Background: an optimization exercise with open tools, aiming at small area and a short achievable clock period. Do not read the settings as production practice. At most, simulation tests tie the RTL to the original design; equivalence was not proved. No activity file was given, so power comes from the tool's default toggle rates.

// cic_iq_decim
module cic_iq_decim #(
  parameter int DIN_W    = 16,
  parameter int DOUT_W   = 16,
  parameter int STAGES   = 4,
  parameter int MAX_RATE = 16,
  parameter int GAIN_W   = 16,
  localparam int RATE_W  = $clog2(MAX_RATE + 1),
  localparam int ACC_W   = DIN_W + STAGES * $clog2(MAX_RATE),
  localparam int SHIFT_W = $clog2(ACC_W)
) (
  input  logic                     clk,
  input  logic                     rst,
  input  logic                     s_axis_data_tvalid,
  input  logic signed [DIN_W-1:0]  s_axis_data_tdata_real,
  input  logic signed [DIN_W-1:0]  s_axis_data_tdata_imag,
  input  logic                     cfg_load,
  input  logic [RATE_W-1:0]        cfg_rate,
  input  logic [SHIFT_W-1:0]       cfg_shift,
  input  logic [GAIN_W-1:0]        cfg_gain,
  output logic                     m_axis_data_tvalid,
  output logic signed [DOUT_W-1:0] m_axis_data_tdata_real,
  output logic signed [DOUT_W-1:0] m_axis_data_tdata_imag
);
Size in the first run: about 6,300 cells after synthesis, about 49,000 µm² of cells after synthesis.
Settings: LEC_CHECK=0, ABC_AREA=1, CAP_MARGIN=20, CORE_MARGIN=2, CORE_UTILIZATION=40, CTS_CLUSTER_DIAMETER=200, CTS_CLUSTER_SIZE=25, SLEW_MARGIN=20; clock period 9.5 ns.
standard.sh (not shown) runs the stock make flow with config.mk's settings and CLKGATE_MAP_FILE= SYNTH_SCRIPT=/design/flow/synth_recipe.tcl, a recipe that flattens the netlist after the stock synthesis.
==> flow/flow/run.sh <==
#!/bin/bash
# Standard ORFS layout, with repair_timing asked to reach a larger setup slack than the
# constraint needs (the SDC is unchanged), and plain buffers on the ports.
# Each tool's output stays in orfs/logs/; make's output goes to standard.log.
set -euo pipefail
cd "$(dirname "$0")/.."
export SETUP_SLACK_MARGIN=${MARGIN:-6.3}
export BUFFER_PORTS_ARGS="-buffer_cell sky130_fd_sc_hd__buf_1"
bash standard.sh > standard.log 2>&1
Rerun with:
--- a/flow/flow/run.sh
+++ b/flow/flow/run.sh
@@ -5,5 +5,5 @@
 set -euo pipefail
 cd "$(dirname "$0")/.."
-export SETUP_SLACK_MARGIN=${MARGIN:-6.3}
+export SETUP_SLACK_MARGIN=${MARGIN:-6.38}
 export BUFFER_PORTS_ARGS="-buffer_cell sky130_fd_sc_hd__buf_1"
 bash standard.sh > standard.log 2>&1
Core utilization stays flat.
Sequential power stays flat.
Worst hold slack barely changes.
Wire length stays flat.
Synthesized area does not change.
Power climbs by 0.81%.
Setup slack gains 0.052 ns.
Die area is unchanged.
First-iteration DRC count climbs by 5.8%.
Rerun with:
--- a/flow/flow/run.sh
+++ b/flow/flow/run.sh
@@ -5,5 +5,5 @@
 set -euo pipefail
 cd "$(dirname "$0")/.."
-export SETUP_SLACK_MARGIN=${MARGIN:-6.38}
+export SETUP_SLACK_MARGIN=${MARGIN:-6.62}
 export BUFFER_PORTS_ARGS="-buffer_cell sky130_fd_sc_hd__buf_1"
 bash standard.sh > standard.log 2>&1
Utilization rises by 0.85 points.
Synthesized area is unchanged.
Design area rises slightly.
Flip-flop and latch count stays the same.
Wire length rises slightly.
Sequential power barely changes.

== try-sierra ==
cic_iq_decim, a different RTL version from the one above (not shown whole).
Size in the first run: roughly 6,200 cells after synthesis, about 930 flip-flops, ~95 I/O pins.
==> flow/config.mk <==
export PLATFORM = sky130hd
export DESIGN_NAME = cic_iq_decim
export DESIGN_NICKNAME = cic_iq_decim
export VERILOG_FILES = /design/flow/design.v
export SDC_FILE = /design/flow/constraint.sdc
export NUM_CORES = 4
export LEC_CHECK = 0
export ABC_AREA = 1
export CAP_MARGIN = 20
export CORE_MARGIN = 2
export CORE_UTILIZATION = 40
export SLEW_MARGIN = 20
==> flow/constraint.sdc <==
create_clock -name core_clock -period 9.5 [get_ports {clk}]
set_input_delay 1.9000 -clock core_clock [delete_from_list [all_inputs] [get_ports {clk}]]
set_output_delay 1.9000 -clock core_clock [all_outputs]
set_load 0.01 [all_outputs]
==> flow/flow/run.sh <==
#!/bin/bash
# Standard ORFS layout, with repair_timing asked to reach a larger setup slack than the
# constraint needs (the SDC is unchanged). Each tool's output stays in orfs/logs/.
set -euo pipefail
cd "$(dirname "$0")/.."
export SETUP_SLACK_MARGIN=${MARGIN:-6.6}
bash standard.sh > standard.log 2>&1
try-sierra: no failed stages, no open violations at the end
#### Input delta (try-raven over try-sierra)
--- a/flow/flow/run.sh
+++ b/flow/flow/run.sh
@@ -6 +6 @@
-export SETUP_SLACK_MARGIN=${MARGIN:-6.6}
+export SETUP_SLACK_MARGIN=${MARGIN:-6.4}
==> comparison <==
- Share of the final layout cell area in multi-input gates across try-sierra and try-raven: no real change.
- Part of the power in the clock network: try-sierra and try-raven compared, lower one is try-sierra
- Diff try-sierra -> try-raven: highest attainable clock frequency ~0 delta, detailed-routed wire length on met2 -0.91%, clock-cell share of area ~0 delta.
For try-xenon, these inputs were changed with respect to try-raven:
--- a/flow/config.mk
+++ b/flow/config.mk
@@ -11,0 +12,2 @@
+export CTS_BUF_LIST = sky130_fd_sc_hd__clkbuf_8
+export CTS_CLUSTER_SIZE = 30
==> run summary <==
- try-xenon against try-raven: total global-route track usage rose by 0.24 points; clock network fraction of total power decreased by 2.6 points relative to the old numbers; share of the synthesized netlist area taken by xor and xnor gates was more or less identical.
- Count of vias placed by the detailed router on try-xenon is up relative to try-raven.
- Re final wirelength: try-raven was lower than try-xenon.
- NOTE met2 wire length try-raven->try-xenon increased slightly
- Changes observed in try-xenon relative to try-raven: power share of the sequential group has increased, final cell count without fillers has increased, met2 track utilization from global routing has remained practically unchanged, clock-buffer cell count has increased, share of post-route cells with drive strength above 1 has increased.

## trial 64
cic_iq_decim, a different RTL version from the one above (not shown whole).
Size: roughly 6,200 cells after synthesis, roughly 930 flip-flops, roughly 95 I/O pins, ~49,000 um^2 of cells after synthesis.
Settings: LEC_CHECK=0, ABC_AREA=1, CAP_MARGIN=20, CORE_MARGIN=2, CORE_UTILIZATION=40, CTS_CLUSTER_DIAMETER=200, CTS_CLUSTER_SIZE=30, SLEW_MARGIN=20; clock period 9.5 ns.
==> flow/flow/run.sh <==
#!/bin/bash
# Standard ORFS layout, with repair_timing asked to reach a larger setup slack than the
# constraint needs (the SDC is unchanged). Each tool's output stays in orfs/logs/.
set -euo pipefail
cd "$(dirname "$0")/.."
export SETUP_SLACK_MARGIN=${MARGIN:-6.5}
bash standard.sh > standard.log 2>&1
In summary, trial 64 completed successfully, with a layout that passed the timing, DRC and antenna checks.
Changes in trial 24 relative to trial 64:
Settings: CTS_CLUSTER_SIZE changed from 30 to 25.
==> flow/flow/run.sh <==
#!/bin/bash
# Standard ORFS layout, with repair_timing asked to reach a larger setup slack than the
# constraint needs (the SDC is unchanged), and plain buffers on the ports.
# Each tool's output stays in orfs/logs/; make's output goes to standard.log.
set -euo pipefail
cd "$(dirname "$0")/.."
export SETUP_SLACK_MARGIN=${MARGIN:-6.55}
export BUFFER_PORTS_ARGS="-buffer_cell sky130_fd_sc_hd__buf_1"
bash standard.sh > standard.log 2>&1
Findings:
- Delta(tightest hold margin, trial 24 - trial 64) < 0
- Compared with trial 64, trial 24 shows a lower worst endpoint data arrival time.
- The run with more setup slack is trial 24; trial 64 has less.
- Any difference in post-route cell area between trial 64 and trial 24 is small enough to ignore.
- Diff trial 24..trial 64 | number of standard cells in the final layout excluding fillers | negligible
- [compare] base=trial 64 new=trial 24: clock share of power +0.6 points, length of routed met3 wiring dropped 5.6%.
- Status: via count of the first global-routing pass parity (trial 64, trial 24)
Function was not checked in any run of this note: the RTL went through the layout flow alone.

[static timing again, ports no longer ideal]
The flow's constraints put no driver on any port. The routed layouts listed below were extracted and timed again, unchanged, in two steps. Step 1 sets driving cells, clkbuf_16 on the clock port and buf_2 on the other inputs (assumed; they add their load-dependent delay and slew). Step 2 times the ports against the registers' clock, not the clock port: input delays grow and output delays shrink by t, the midpoint of the rising clock arrivals with the driver on. Three values: ideal, step 1, step 2; two values: the first two.
run	t (ns)	slack for setup (ns)	worst setup path at the end	slew at the worst register clock pin (ns)
the first run of note 1	0.716	6.398 / 6.356 / 6.263	input to register	0.12 / 0.12
the second run of note 1	0.714	6.450 / 6.381 / 6.294	input to register	0.12 / 0.12
the third run of note 1	0.714	6.489 / 6.420 / 6.282	input to register	0.12 / 0.12
try-sierra	0.748	6.390 / 6.322 / 5.919	input to register	0.07 / 0.07
try-raven	0.748	6.392 / 6.324 / 5.898	input to register	0.07 / 0.07
try-xenon	0.922	6.216 / 6.148 / 5.889	input to register	0.07 / 0.07
trial 64	0.718	6.466 / 6.395 / 5.979	input to register	0.13 / 0.13
trial 24	0.707	6.504 / 6.435 / 6.223	input to register	0.12 / 0.12
After both steps setup and hold are still met in every run listed. The setup slack of try-raven, which loses most, moves by -0.068 ns with the drivers and by -0.494 ns with both steps.
